This is an optimization exercise on Yosys and OpenROAD, whose aim is small area, a short achievable clock period and few clock cycles, not a production implementation.
RTL that was checked went through simulation tests only; none was proved equivalent to the original.
Power figures rest on the tool's default switching activity, not on a simulated workload.

Design wildcard_name_matcher, start of the top module:
module wildcard_name_matcher (
    input  logic       i_clk,
    input  logic       i_rst_n,
    input  logic       i_valid,
    output logic       o_ready,
    input  logic       i_cmd,
    input  logic [7:0] i_ch,
    input  logic       i_last,
    output logic       o_valid,
    input  logic       i_ready,
    output logic       o_matched,
    output logic       o_pattern_overflow
);
    localparam int N  = wnm_pkg::MAX_PATTERN;
    localparam int LW = wnm_pkg::LEN_W;
    logic [LW-1:0]  r_cnt;            
    logic [LW-1:0]  r_len;            
    logic           r_lstar;          
    logic           r_ovf;
    logic           r_load_restart;
    logic           r_name_restart;
    logic [N:0]     r_act;
    logic           in_fire;
    logic           r_in_v;
    logic           r_in_cmd;
    logic [7:0]     r_in_ch;
    logic           r_in_last;
    logic           load_fire;
    logic           name_fire;
    logic           ch_star;
    logic [LW-1:0]  ld_cnt;
    logic [LW-1:0]  ld_len;
    logic           ld_lstar;
    logic           ld_ovf;
    logic           ld_room;
    logic           shift;
    logic [7:0]     d   [N+1];
    logic [N-1:0]   hit;
    logic [N-1:0]   star;
    logic [N:0]     start;
    logic [N:0]     init;
    logic [N:0]     cur;
    logic [N:0]     step;
    logic [N:0]     closed;
    logic           push;
    wnm_pkg::t_result push_data;
    wnm_pkg::t_result out_data;
    assign in_fire = i_valid && o_ready;
    always_ff @(posedge i_clk) begin
        if (!i_rst_n) begin
            r_in_v <= 1'b0;
        end else begin
            r_in_v <= in_fire;
        end
    end
    always_ff @(posedge i_clk) begin
        r_in_cmd  <= i_cmd;
        r_in_ch   <= i_ch;
        r_in_last <= i_last;
    end
    assign load_fire = r_in_v && (r_in_cmd == wnm_pkg::CMD_LOAD);
  ...
For scale: ~1200 cells after synthesis, roughly 16000 sq um of cells after synthesis.
clock: 5.0 ns
lec_check: 0
cap_margin: 20
core_margin: 2
core_utilization: 40
cts_cluster_diameter: 100
cts_cluster_size: 25
setup_slack_margin: 2.9
slew_margin: 20
run.sh (not shown) runs the stock make flow with config.mk's settings and CLKGATE_MAP_FILE= SYNTH_SCRIPT=/design/flow/synth_recipe.tcl, a recipe that flattens the netlist after the stock synthesis.
Change:
Settings changed: CTS_CLUSTER_DIAMETER 100 to unset, CTS_CLUSTER_SIZE 25 to unset.
- The new run produced a clean layout
- power rose by 24%
- wire length rose by 1.7%
- design area rose by 4.0%
- cell count rose by 2.5%
Change:
Settings changed: SETUP_SLACK_MARGIN 2.9 to 2.6.
Result:
- The changed run finished with timing, DRC and antenna clean
- cell count falls by 0.60%
- register-to-register slack got worse by 0.26 ns
- die area is unchanged
- global-route usage is about the same
- first-iteration DRC count falls by 8.1%
- core utilization falls by 0.55 points
- clock-buffer cell count stays the same
- wire length falls by 0.77%
- total power hardly moves
- flip-flop and latch count is unchanged
No functional check of the RTL was part of any run of this note.


== job 2895 ==
Another version of the RTL of wildcard_name_matcher (not shown whole).
Size: roughly 1100 cells after synthesis, roughly 18 I/O pins, about 15000 sq um of cells after synthesis.
make LEC_CHECK=0 CAP_MARGIN=20 CORE_MARGIN=2 CORE_UTILIZATION=40 CTS_CLUSTER_DIAMETER=150 CTS_CLUSTER_SIZE=30 SETUP_SLACK_MARGIN=2.95 SLEW_MARGIN=20 finish   # period 5.0 ns
Testbench counts of job 2895, summed over its fixed seeds: cycles 32,708.
Input-level comparison between job 7195 and job 2895:
Settings: changing CTS_CLUSTER_DIAMETER from 150 to 100; changing CTS_CLUSTER_SIZE from 30 to 25; changing SETUP_SLACK_MARGIN from 2.95 to 2.9.
==> flow/flow/run.sh (new file) <==
#!/bin/bash
# The standard layout (standard.sh), except that the ports are buffered with
# sky130_fd_sc_hd__buf_4 instead of the cell buffer_ports picks by default.
set -euo pipefail
bash standard.sh synth > synth.log 2>&1
bash standard.sh 'BUFFER_PORTS_ARGS=-buffer_cell sky130_fd_sc_hd__buf_4' finish > layout.log 2>&1
==> flow/standard.sh (new file) <==
#!/bin/bash
# synth_recipe.tcl (not shown) runs the flow's synth.tcl, then flattens the netlist and writes it again
# the make line also repeats each setting of config.mk as NAME=value (left out here)
make -C /OpenROAD-flow-scripts/flow DESIGN_CONFIG=/design/flow/config.mk WORK_HOME=/design/flow/orfs CLKGATE_MAP_FILE= SYNTH_SCRIPT=/design/flow/synth_recipe.tcl "${@:-finish}"
removed: flow/run.sh
## What came out
Delta(global-route wire length before repair, job 7195 - job 2895) < 0. Of job 2895 and job 7195, the run reporting the higher hold slack was job 7195. | clock power | lower: job 2895 |. Compared job 7195 vs job 2895, and total power per unit cell area is up in job 7195. Of job 2895 and job 7195, the run reporting the higher number of DRC markers after the initial detailed-route iteration was job 2895. Compared with job 2895, job 7195 shows a higher met3 track utilization from global routing. Re count of clock buffers in the final design: job 7195 is 5 up on job 2895.
> inputs changed (job 7195 -> job 9699)
==> flow/flow/run.sh <==
#!/bin/bash
# Standard ORFS layout (the standard.sh), with cell resizing during repair
# allowed to change a cell's footprint (the platform default restricts it).
set -euo pipefail
bash standard.sh synth > synth.log 2>&1
bash standard.sh MATCH_CELL_FOOTPRINT=0 finish > layout.log 2>&1
==> run summary <==
Compare job 7195 and job 9699 | flop-to-flop setup slack lower: job 9699. Destination of the critical timing path = g_cell[9].u_cell.r_byte[6]$_DFFE_PP_: job 9699; destination of the critical timing path = o_matched: job 7195. | number of cells on the critical path | lower: job 7195 |. [job 9699 vs job 7195] data arrival time of the critical path: higher in job 9699. Looking at launching element of the worst setup path, the r_in_ch[0]$_DFF_P_ result is from job 9699; the u_out.r_out[1]$_DFFE_PN_ one comes from job 7195. Summary of job 9699 over job 7195: relative area change from synthesis to final layout +2.9 points; footprint of the multi-input gates shows no meaningful change. Job 7195 → job 9699: count of clock-buffer cells in the layout now sits lower; via-per-instance ratio -about 0.54%; post-route fraction of the period consumed by the critical path shows an increase of 0.94 points.
What job 2827 does differently from job 9699 at the input level:
Settings: SETUP_SLACK_MARGIN: 2.9 -> 2.95; CORE_UTILIZATION: 40 -> 65; PLACE_DENSITY: unset -> 0.75.
==> flow/run.sh (new file) <==
#!/bin/bash
# synth_recipe.tcl (not shown) runs the flow's synth.tcl, then flattens the netlist and writes it again
# the make line also repeats each setting of config.mk as NAME=value (left out here)
make -C /OpenROAD-flow-scripts/flow DESIGN_CONFIG=/design/flow/config.mk WORK_HOME=/design/flow/orfs CLKGATE_MAP_FILE= SYNTH_SCRIPT=/design/flow/synth_recipe.tcl finish
removed: flow/flow/run.sh
removed: flow/standard.sh
[summary]
Job 2827 against job 9699: non-clock buffer instance count of the final layout lower, buffer and inverter count on the worst path lower, total stage count of the critical path lower. Job 2827 and job 9699 all finish clean.
### job 2827 -> job 9539
Settings: swapping 65 for 40 in CORE_UTILIZATION; clearing PLACE_DENSITY, which used to be 0.75.
==> comparison <==
- Across job 2827 and job 9539, the outcome is the same: a clean finish for every run.
- Lower final cell count goes to job 2827 over job 9539.
- Beginning of the critical path: r_in_ch[0]$_DFF_P_ -> job 2827, u_out.r_out[1]$_DFFE_PN_ -> job 9539
- Job 9539 vs job 2827, destination of the critical timing path: o_matched vs g_cell[17].u_cell.r_byte[3]$_DFFE_PP_
- Job 2827 -> job 9539: clock latency on the worst-skew pair flat
- Job 9539 vs job 2827: via count of the routed design down by a few percent
- The total net switching power number comes out higher for job 9539 vs job 2827.
- [job 9539 vs job 2827] growth of design area from synthesis to finish: higher in job 9539
- In job 9539 the number of nets in the finished design turned out 11 lower than in job 2827.

==> what the ideal ports hide <==
The flow's constraints put no driver on any port. The routed layouts listed below were extracted and timed again, unchanged, in two steps.
Step 1, drivers: a clkbuf_16 drives i_clk and a buf_2 each remaining input, both assumed.
Step 2 moves the port delays by t, midway between the first and last clock arrival at a register: inputs arrive t later, outputs are due t later. That takes back most of the time a late clock gives input paths.
a / b / c = no drivers / after step 1 / after step 2; a / b = the first two.
run	t (ns)	slack for setup (ns)	worst register clock-pin slew, ns	pins driven straight from the clock port
the first run of note 1	0.567	2.936 / 2.885 / 2.539	0.11 / 0.11	1
the second run of note 1	0.573	2.941 / 2.890 / 2.535	0.06 / 0.06	1
the third run of note 1	0.573	2.640 / 2.589 / 2.531	0.06 / 0.06	1
job 2895	0.555	2.940 / 2.889 / 2.583	0.12 / 0.12	1
job 7195	0.566	2.915 / 2.860 / 2.804	0.11 / 0.11	1
job 9699	0.565	2.868 / 2.860 / 2.638	0.10 / 0.10	1
job 2827	0.551	2.900 / 2.900 / 2.681	0.10 / 0.10	1
job 9539	0.564	2.929 / 2.876 / 2.550	0.11 / 0.11	1
After both steps every run listed still meets setup and hold. For the second run of note 1, which loses most, drivers alone change the setup slack by -0.051 ns; drivers and shift together by -0.406 ns.
